This is an optimization exercise on Yosys and OpenROAD, whose aim is small area, not a production implementation.
In this exercise RTL edits were held to simulation tests only and were not proved equivalent to the original.
Power figures rest on the tool's default switching activity, not on a simulated workload.

## ember
==> flow/design.v <==
`timescale 1ns/1ps
package tea_pkg;
	typedef logic [31:0] word_t;
	typedef logic [7:0] scan_code_t;
	typedef logic [2:0] field_idx_t;  
	typedef logic [6:0] seg_t;        
	localparam word_t TEA_DELTA = 32'h9E37_79B9;
	localparam word_t TEA_DEC_SUM = 32'hC6EF_3720;  
	localparam int TEA_ROUNDS = 32;
	localparam int NUM_FIELDS = 6;
	localparam scan_code_t SC_ENTER = 8'h5A;
	localparam scan_code_t SC_SPACE = 8'h29;
	localparam scan_code_t SC_BREAK = 8'hF0;
	localparam scan_code_t SC_ESC = 8'h76;
	localparam scan_code_t SC_ENC = 8'h24;  
	localparam scan_code_t SC_DEC = 8'h23;  
	localparam logic [79:0] SC_DIGIT = {  
		8'h46, 8'h3E, 8'h3D, 8'h36, 8'h2E,
		8'h25, 8'h26, 8'h1E, 8'h16, 8'h45
	};
endpackage
`timescale 1ns/1ps
`timescale 1ns/1ps
`timescale 1ns/1ps
`timescale 1ns/1ps
`timescale 1ns/1ps
`timescale 1ns/1ps
import tea_pkg::*;
module tea_keypad_top (
	input logic clk,
	input logic resetFlag,
	input logic [7:0] scan_code,
	input logic scan_valid,
	output logic [6:0] hex0,
	output logic [6:0] hex1,
	output logic [6:0] hex2,
	output logic [6:0] hex3,
	output logic [6:0] hex4,
	output logic [6:0] hex5,
	output logic [7:0] ledr
);
	localparam logic [2:0] ST_ENTRY = 3'd0, ST_LWAIT = 3'd1, ST_WAITE = 3'd2,
		ST_WAITD = 3'd3, ST_ENC = 3'd4, ST_DEC = 3'd5;
	logic after_break, space_down;
	logic [2:0] field;
	logic [2:0] state;
	logic [3:0] op_v0, op_v1, k0, k1, k2, k3;
	logic make, esc, kill;
	logic dig_valid;
	logic [3:0] dig;
	assign make = scan_valid && scan_code != SC_BREAK && !after_break;
	assign esc = make && scan_code == SC_ESC;
	assign kill = resetFlag || esc;
	always_comb begin
		dig_valid = 1'b0;
		dig = '0;
		for (int i = 0; i < 10; i++) begin
			if (scan_code == SC_DIGIT[8*i +: 8]) begin
				dig_valid = 1'b1;
				dig = 4'(i);
			end
		end
	end
	logic [3:0] bitcnt;
	logic [5:0] rnd;
	logic half;
	logic go;
	logic busy, dec, last_bit, end_rnd, done;
	logic disp_zero;
	assign busy = state == ST_ENC || state == ST_DEC;
	assign dec = state == ST_DEC;
	assign last_bit = bitcnt == 4'd15;
	assign end_rnd = dec ? rnd == 6'd0 && !half : rnd == 6'd32 && half;
	assign done = go && last_bit && end_rnd;
	logic wr;
	assign wr = scan_valid && state == ST_ENTRY && dig_valid;
	always_ff @(posedge clk) begin
		if (resetFlag)
			bitcnt <= '0;
		else
			bitcnt <= bitcnt + 4'd1;
	end
	always_ff @(posedge clk) begin
		if (kill) begin
			after_break <= 1'b0;
			space_down <= 1'b0;
		end else if (scan_valid) begin
			after_break <= scan_code == SC_BREAK;
			if (make)
				space_down <= scan_code == SC_SPACE;
		end
	end
	logic clr;
	logic [3:0] wdata;
	logic [5:0] fld_we;
	assign clr = kill || (done && dec);
	assign wdata = clr ? 4'd0 : dig;
	always_comb begin
		for (int f = 0; f < 6; f++)
			fld_we[f] = clr || (wr && field == 3'(f));
	end
	always_ff @(posedge clk) begin
		if (fld_we[0]) op_v0 <= wdata;
		if (fld_we[1]) op_v1 <= wdata;
		if (fld_we[2]) k0 <= wdata;
		if (fld_we[3]) k1 <= wdata;
		if (fld_we[4]) k2 <= wdata;
		if (fld_we[5]) k3 <= wdata;
	end
	always_ff @(posedge clk) begin
		if (clr)
			field <= '0;
		else if (scan_valid && state == ST_ENTRY && make && scan_code == SC_SPACE &&
		         !space_down && field != 3'd5)
			field <= field + 3'd1;
	end
	always_ff @(posedge clk) begin
		if (kill) begin
			state <= ST_ENTRY;
			go <= 1'b0;
			disp_zero <= 1'b1;
		end else begin
			if (scan_valid) begin
				case (state)
					ST_ENTRY: if (scan_code == SC_ENTER) state <= ST_LWAIT;
					ST_LWAIT: if (scan_code != SC_ENTER) state <= scan_code == SC_ENC ? ST_ENC : ST_WAITE;
					ST_WAITE: if (scan_code == SC_ENC) state <= ST_ENC;
					ST_WAITD: if (scan_code == SC_DEC) state <= ST_DEC;
					default: ;
				endcase
				if ((state == ST_LWAIT || state == ST_WAITE) && scan_code == SC_ENC) begin
					rnd <= 6'd0;
					half <= 1'b0;
					disp_zero <= 1'b0;
				end
				if (state == ST_WAITD && scan_code == SC_DEC) begin
					rnd <= 6'd33;
					half <= 1'b1;
				end
			end
			if (busy && last_bit) begin
				if (!go)
					go <= 1'b1;
				else if (end_rnd) begin
					go <= 1'b0;
					state <= dec ? ST_ENTRY : ST_WAITD;
				end else begin
					half <= !half;
					if (half)
						rnd <= dec ? rnd - 6'd1 : rnd + 6'd1;
				end
			end
		end
	end
	logic [31:0] v0q, v1q;
	logic init, nullp, khi;
	assign init = !dec && rnd == 6'd0;           
	assign nullp = dec && (rnd == 6'd0 || rnd == 6'd33);
	assign khi = half ^ dec;                      
	logic [31:0] s_reg;
	logic [1:0] t_bits;
	logic [3:0] ka, kb;
	assign s_reg = v1q;
	assign t_bits = v0q[1:0];
	assign ka = khi ? k2 : k0;
	assign kb = khi ? k3 : k1;
	logic first;
	assign first = bitcnt == 4'd0;
	localparam logic [15:0] DELTA_EV = 16'b0110011111010101;
	localparam logic [15:0] DELTA_OD = 16'b1011010101101110;
	localparam logic [15:0] SHR_OK_EV = 16'b0011111111111111;  
	localparam logic [15:0] SHR_OK_OD = 16'b0001111111111111;
	logic lowc;  
	assign lowc = bitcnt[3:1] == 3'd0;
	logic [5:0] acc_q, acc;
	logic [7:0] xsum;
	logic [1:0] t_add;
	always_comb begin
		acc = first ? 6'd0 : acc_q;
		xsum = {2'b00, acc}
			+ (DELTA_EV[bitcnt] ? {2'b00, rnd} : 8'd0)
			+ (DELTA_OD[bitcnt] ? {1'b0, rnd, 1'b0} : 8'd0)
			+ {6'd0, s_reg[1:0]};
		t_add = xsum[1:0];
	end
	logic cb_q, ct_q;
	logic cb, ct;
	logic [1:0] t_new;
	always_comb begin
		logic shl, shr_s, kbb, mix;
		cb = first ? 1'b0 : cb_q;
		ct = first ? dec : ct_q;
		for (int l = 0; l < 2; l++) begin
			shl = lowc ? ka[{bitcnt[0], 1'(l)}] : v0q[28 + l];  
			shr_s = (l == 0 ? SHR_OK_EV[bitcnt] : SHR_OK_OD[bitcnt]) & s_reg[5 + l];
			kbb = lowc & kb[{bitcnt[0], 1'(l)}];
			mix = (shl ^ t_add[l] ^ shr_s ^ kbb ^ cb) & !nullp;
			cb = (shr_s & kbb) | (shr_s & cb) | (kbb & cb);
			mix = mix ^ dec;
			t_new[l] = t_bits[l] ^ mix ^ ct;
			ct = (t_bits[l] & mix) | (t_bits[l] & ct) | (mix & ct);
		end
	end
	always_ff @(posedge clk) begin
		acc_q <= xsum[7:2];
		cb_q <= cb;
		ct_q <= ct;
	end
	logic [3:0] op;
	logic [1:0] v0_in, v1_in;
	assign op = half ? op_v1 : op_v0;
	assign v0_in = v1q[1:0];
	assign v1_in = !init ? t_new : bitcnt == 4'd0 ? op[1:0] : bitcnt == 4'd1 ? op[3:2] : 2'b00;
	logic en_lo;
	assign en_lo = go || disp_zero;
	always_ff @(posedge clk) begin
		if (go) begin
			v0q <= {v0_in, v0q[31:2]};
			v1q <= {v1_in, v1q[31:2]};
		end else begin
			v0q[31:16] <= {v0q[17:16], v0q[31:18]};
			v1q[31:16] <= {v1q[17:16], v1q[31:18]};
			if (en_lo) begin
				v0q[15:0] <= {2'b00, v0q[15:2]};
				v1q[15:0] <= {2'b00, v1q[15:2]};
			end
		end
	end
	function automatic logic [6:0] hex_seg(input logic [3:0] n);
		logic d, c, b, a;
		{d, c, b, a} = n;
		hex_seg[0] = (~d & ~c & ~b & a) | (~d & c & ~b & ~a) | (d & ~c & b & a) | (d & c & ~b & a);
		hex_seg[1] = (c & b & ~a) | (d & b & a) | (d & c & ~a) | (~d & c & ~b & a);
		hex_seg[2] = (d & c & ~a) | (d & c & b) | (~d & ~c & b & ~a);
		hex_seg[3] = (~c & ~b & a) | (~d & c & ~b & ~a) | (c & b & a) | (d & ~c & b & ~a);
		hex_seg[4] = (~d & a) | (~d & c & ~b) | (~c & ~b & a);
		hex_seg[5] = (~d & ~c & a) | (~d & ~c & b) | (~d & b & a) | (d & c & ~b & a);
		hex_seg[6] = (~d & ~c & ~b) | (~d & c & b & a) | (d & c & ~b & ~a);
	endfunction
	assign hex0 = hex_seg(v0q[3:0]);
	assign hex1 = hex_seg(v0q[7:4]);
	assign hex2 = hex_seg(v0q[11:8]);
	assign hex3 = hex_seg(v1q[3:0]);
	assign hex4 = hex_seg(v1q[7:4]);
	assign hex5 = hex_seg(v1q[11:8]);
	assign ledr = {v1q[15:12], v0q[15:12]};
endmodule
export LEC_CHECK = 0
export CAP_MARGIN = 20
export CORE_MARGIN = 2
export CORE_UTILIZATION = 40
export SLEW_MARGIN = 20
create_clock -name core_clock -period 10.0 [get_ports {clk}]
standard.sh (not shown) runs the stock make flow with config.mk's settings and CLKGATE_MAP_FILE= SYNTH_SCRIPT=/design/flow/synth_recipe.tcl, a recipe that flattens the netlist after the stock synthesis.
==> flow/flow/run.sh <==
#!/bin/bash
# The standard flow with small port buffers and custom clock tree options.
set -uo pipefail
bash standard.sh \
  "BUFFER_PORTS_ARGS=-buffer_cell sky130_fd_sc_hd__buf_1" \
  "CTS_ARGS=-sink_clustering_enable -repair_clock_nets -dont_use_dummy_load -buf_list sky130_fd_sc_hd__clkbuf_4" \
  finish > standard.log 2>&1
ember: full flow OK, the timing, design-rule and antenna checks passed
--- input diff ember..raven ---
==> flow/flow/run.sh <==
#!/bin/bash
# The standard flow with small port buffers and custom clock tree options.
set -uo pipefail
bash standard.sh \
  "BUFFER_PORTS_ARGS=-buffer_cell sky130_fd_sc_hd__buf_1" \
  "CTS_ARGS=-sink_clustering_enable -sink_clustering_levels 1 -sink_clustering_size 40 -sink_clustering_max_diameter 1000 -repair_clock_nets -dont_use_dummy_load -buf_list sky130_fd_sc_hd__clkbuf_8" \
  finish > standard.log 2>&1
Findings:
- In the metrics for raven and ember, the one carrying the lower area fraction of clock buffers and clock inverters is ember.
- raven vs ember: number of fillers in the final layout down
- raven against ember: power density normalized to cell area rose 6.8%; biggest cell delay along the critical path dropped 0.02 ns.
- Compare raven and ember | leakage power figure higher: raven
- As far as number of design rule violations left after detail routing goes, raven and ember are indistinguishable; the numbers are identical.
- Via count sits lower in raven than in ember.
- Going from ember to raven, the cell area was found to have gone up by 110 µm².
For willow, these inputs were changed with respect to raven:
==> flow/flow/run.sh <==
#!/bin/bash
# The standard flow with small port buffers and custom clock tree options.
set -uo pipefail
bash standard.sh \
  "BUFFER_PORTS_ARGS=-buffer_cell sky130_fd_sc_hd__buf_1" \
  "CTS_ARGS=-repair_clock_nets -dont_use_dummy_load -buf_list sky130_fd_sc_hd__clkbuf_8" \
  finish > standard.log 2>&1
==> comparison <==
Per the comparison of willow with raven, non-clock buffer count flat, synthesized cell count flat, total of flip-flops plus latches after synthesis flat, clock power flat.

## re-timing with driven ports
The results above use ideal ports. As a check the final layouts listed here were re-extracted and re-timed, cells and wires unchanged.
Step 1 (the two cells are an assumption about what drives the block):
set clk [get_ports {clk}]
set_driving_cell -lib_cell sky130_fd_sc_hd__clkbuf_16 $clk
set_driving_cell -lib_cell sky130_fd_sc_hd__buf_2 [delete_from_list [all_inputs] $clk]
Step 2 moves the port delays by t, midway between the first and last clock arrival at a register: inputs arrive t later, outputs are due t later. That takes back most of the time a late clock gives input paths.
a / b / c = ideal / step 1 / step 2; a / b = the first two.
run | shift t [ns] | slack for setup (ns) | hold WS [ns] | clock arrival spread, ns | slew at the worst register clock pin (ns)
ember | 0.518 | 5.459 / 5.459 / 5.459 | 0.287 / 0.287 / 0.287 | 0.048 / 0.048 | 0.11 / 0.11
raven | 0.426 | 5.496 / 5.496 / 5.496 | 0.299 / 0.299 / 0.299 | 0.027 / 0.027 | 0.07 / 0.07
willow | 0.426 | 5.496 / 5.496 / 5.496 | 0.299 / 0.299 / 0.299 | 0.027 / 0.027 | 0.07 / 0.07
After both steps every run listed still meets setup and hold.
